Background: an optimization exercise with open tools, aiming at small area. Do not read the settings as production practice. In this exercise RTL edits were held to simulation tests only and were not proved equivalent to the original. Power is estimated from default activity; no workload was simulated.

## avmm_fir_coef_bank
module avmm_fir_coef_bank #(
  parameter int N_TAPS    = 16,
  parameter int COEF_W    = 16,
  parameter int DATA_W    = 32,
  parameter int ADDR_W    = 10,
  parameter int BURST_W   = 4,
  parameter int MAX_BURST = 8,
  parameter int N_PIO     = 8
) (
  input  logic                     clk_clk,
  input  logic                     reset_reset,
  input  logic [ADDR_W-1:0]        s0_address,
  input  logic                     s0_read,
  input  logic                     s0_write,
  input  logic [DATA_W-1:0]        s0_writedata,
  input  logic [DATA_W/8-1:0]      s0_byteenable,
  input  logic [BURST_W-1:0]       s0_burstcount,
  output logic [DATA_W-1:0]        s0_readdata,
  output logic                     s0_readdatavalid,
  output logic                     s0_waitrequest,
  output logic [N_PIO-1:0]         pio_export,
  output logic [N_TAPS*COEF_W-1:0] coef_active,
  output logic                     coef_busy,
  output logic                     coef_update
);
Size: ~1,900 cells after synthesis, roughly 23,000 µm² of cells after synthesis.
clock: 10.0 ns
lec_check: 0
abc_area: 1
cap_margin: 5
core_margin: 2
core_utilization: 60
slew_margin: 5
standard.sh (not shown) runs the stock make flow with config.mk's settings and CLKGATE_MAP_FILE= SYNTH_SCRIPT=/design/flow/synth_recipe.tcl, a recipe that flattens the netlist after the stock synthesis.
==> flow/flow/run.sh <==
#!/bin/bash
# Layout flow: the standard flow (standard.sh) with these changes to how
# the layout is built:
#  1. after the standard synthesis, its combinational logic is mapped again
#     for area by Yosys/ABC (flow/remap.ys, flow/remap.abc), and 2:1 selects
#     are then built from a22o cells with shared select inverters
#     (flow/mux_to_a22o.py); every flip-flop is kept as the standard
#     synthesis made it (same instances, names and cell types);
#  2. ports are buffered with buf_1 instead of clkdlybuf4s50_1;
#  3. CTS uses clkbuf_4 clusters of at most 8 sinks and no dummy loads.
# Each tool writes its full output to its own log file in this folder
# (ORFS's steps also keep their logs under orfs/logs/).
set -euo pipefail
ARGS=(
  "BUFFER_PORTS_ARGS=-buffer_cell sky130_fd_sc_hd__buf_1"
  "CTS_ARGS=-sink_clustering_enable -repair_clock_nets -dont_use_dummy_load -buf_list sky130_fd_sc_hd__clkbuf_4 -sink_clustering_size 8 -sink_clustering_max_diameter 80"
)
RES=orfs/results/$FLOW_PLATFORM/avmm_fir_coef_bank/base
LIB=$FLOW_HOME/platforms/$FLOW_PLATFORM/lib/sky130_fd_sc_hd__tt_025C_1v80.lib

# 1. standard synthesis
bash standard.sh "${ARGS[@]}" synth > flow_synth.log 2>&1

# 2. re-map its combinational logic
cp "$RES/1_2_yosys.v" std_netlist.v
cp "$LIB" lib.lib
python3 flow/abc_lib.py lib.lib lib_abc.lib > python_abc_lib.log 2>&1
yosys -q -p "read_liberty -ignore_miss_func lib.lib; write_verilog -noattr models.v" > yosys_models.log 2>&1
python3 flow/comb_models.py models.v comb.v > python_comb_models.log 2>&1
DONTUSE=$(grep -o 'cell *( *"\?sky130_fd_sc_hd__[a-z0-9_]*' lib.lib | sed 's/.*(\s*"\?//' \
  | grep -E 'lpflow|probe' | sed 's/^/-dont_use /' | tr '\n' ' ')
sed "s/@DONTUSE@/$DONTUSE/; s#@ABCSCRIPT@#$PWD/flow/remap.abc#" flow/remap.ys > remap_run.ys
yosys -s remap_run.ys > yosys_remap.log 2>&1
python3 flow/mux_to_a22o.py remapped_abc.v remapped.v 2 > python_mux_to_a22o.log 2>&1
yosys -s flow/check.ys > yosys_check.log 2>&1
cp remapped.v "$RES/1_2_yosys.v"
rm -f "$RES/1_synth.odb" "$RES/1_synth.sdc"

# 3. the rest of the standard flow on the re-mapped netlist
bash standard.sh "${ARGS[@]}" finish > flow_standard.log 2>&1
==> flow/flow/mux_to_a22o.py <==
# Replace each mux2 cell whose select also drives other mux2 cells by an
# a22o cell (X = S&A1 | Sn&A0), with one shared inverter per select net:
# a22o_1 is smaller than mux2_1, and the inverter is shared.
import re, sys, collections
src = open(sys.argv[1]).read()
cell_re = re.compile(r'(\n\s*)(sky130_fd_sc_hd__mux2_\d)\s+(\S+)\s*\((.*?)\);', re.S)
pin_re = re.compile(r'\.(\w+)\(([^()]*)\)')
muxes = []
for m in cell_re.finditer(src):
    pins = {k: v.strip() for k, v in pin_re.findall(m.group(4))}
    muxes.append((m, pins))
count = collections.Counter(p['S'] for _, p in muxes)
inv_of = {}
decls = []
out = []
pos = 0
n = 0
for m, p in muxes:
    s = p['S']
    if count[s] < int(sys.argv[3]):
        continue
    if s not in inv_of:
        w = 'mux_sel_n_%d' % len(inv_of)
        inv_of[s] = w
        decls.append('  wire %s;\n  sky130_fd_sc_hd__inv_2 mux_sel_inv_%d (\n    .A(%s ),\n    .Y(%s)\n  );\n'
                     % (w, len(inv_of) - 1, s, w))
    out.append(src[pos:m.start()])
    out.append('%ssky130_fd_sc_hd__a22o_1 %s (\n    .A1(%s ),\n    .A2(%s ),\n    .B1(%s),\n    .B2(%s ),\n    .X(%s )\n  );'
               % (m.group(1), m.group(3), s, p['A1'], inv_of[s], p['A0'], p['X']))
    pos = m.end()
    n += 1
out.append(src[pos:])
res = ''.join(out)
i = res.rindex('endmodule')
res = res[:i] + ''.join(decls) + res[i:]
open(sys.argv[2], 'w').write(res)
print('replaced %d mux2 cells, %d shared inverters' % (n, len(inv_of)))
Other scripts of this flow, unchanged in this note and not shown: flow/flow/abc_lib.py, flow/flow/check.ys, flow/flow/comb_models.py, flow/flow/remap.abc, flow/flow/remap.ys
Next try:
--- a/flow/flow/mux_to_a22o.py
+++ b/flow/flow/mux_to_a22o.py
@@ -25 +25 @@
-        decls.append('  wire %s;\n  sky130_fd_sc_hd__inv_2 mux_sel_inv_%d (\n    .A(%s ),\n    .Y(%s)\n  );\n'
+        decls.append('  wire %s;\n  sky130_fd_sc_hd__inv_1 mux_sel_inv_%d (\n    .A(%s ),\n    .Y(%s)\n  );\n'
--- a/flow/config.mk
+++ b/flow/config.mk
@@ -9 +9 @@
-export CAP_MARGIN = 5
+export CAP_MARGIN = 10
@@ -11,2 +11,2 @@
-export CORE_UTILIZATION = 60
-export SLEW_MARGIN = 5
+export CORE_UTILIZATION = 65
+export SLEW_MARGIN = 10
The changed run passed the timing, design-rule and antenna checks.
Flip-flop and latch count is unchanged.
Setup slack is worse by 0.32 ns.
Total power grows slightly.
Non-clock buffer count shrinks by 6.
Final area barely changes.
Worst hold slack barely changes.
Maximum frequency goes down by a few percent.
Routed wire length went up slightly.
Combinational power went up by a few percent.
Next try:
--- a/flow/flow/mux_to_a22o.py
+++ b/flow/flow/mux_to_a22o.py
@@ -25 +25 @@
-        decls.append('  wire %s;\n  sky130_fd_sc_hd__inv_1 mux_sel_inv_%d (\n    .A(%s ),\n    .Y(%s)\n  );\n'
+        decls.append('  wire %s;\n  sky130_fd_sc_hd__inv_2 mux_sel_inv_%d (\n    .A(%s ),\n    .Y(%s)\n  );\n'
--- a/flow/config.mk
+++ b/flow/config.mk
@@ -11 +11 @@
-export CORE_UTILIZATION = 65
+export CORE_UTILIZATION = 60
=> The new run passed the timing, design-rule and antenna checks. Die area rises by about 8%. Sequential share of layout area falls by 0.15 points. Wire length falls by about 1.1%. Cell count rises by about 2%. Utilization falls by 5.6 points. Power falls by about 0.8%. Worst setup slack is better by 0.32 ns.

-- re-timing with driven ports --
How much do the figures lean on ideal ports? The routed layouts below were timed once more, with nothing changed but the port constraints.
Step 1 (the two cells are an assumption about what drives the block):
set clk [get_ports {clk_clk}]
set_driving_cell -lib_cell sky130_fd_sc_hd__clkbuf_16 $clk
set_driving_cell -lib_cell sky130_fd_sc_hd__buf_2 [delete_from_list [all_inputs] $clk]
Step 2 times the ports against the registers' clock, not the clock port: input delays grow and output delays shrink by t, the midpoint of the rising clock arrivals with the driver on.
Three values: ideal ports, drivers, drivers and shift; two values: the first two.
run | t, ns | setup WS [ns] | hold slack, ns | worst setup path at the end | clock arrival spread, ns
the first run | 0.849 | 4.729 / 4.729 / 4.729 | 0.501 / 0.501 / 0.501 | register to register | 0.084 / 0.084
the second run | 0.880 | 4.413 / 4.413 / 4.413 | 0.500 / 0.500 / 0.500 | register to register | 0.093 / 0.092
the third run | 0.849 | 4.729 / 4.729 / 4.729 | 0.501 / 0.501 / 0.501 | register to register | 0.084 / 0.084
After both steps setup and hold are still met in every run listed.
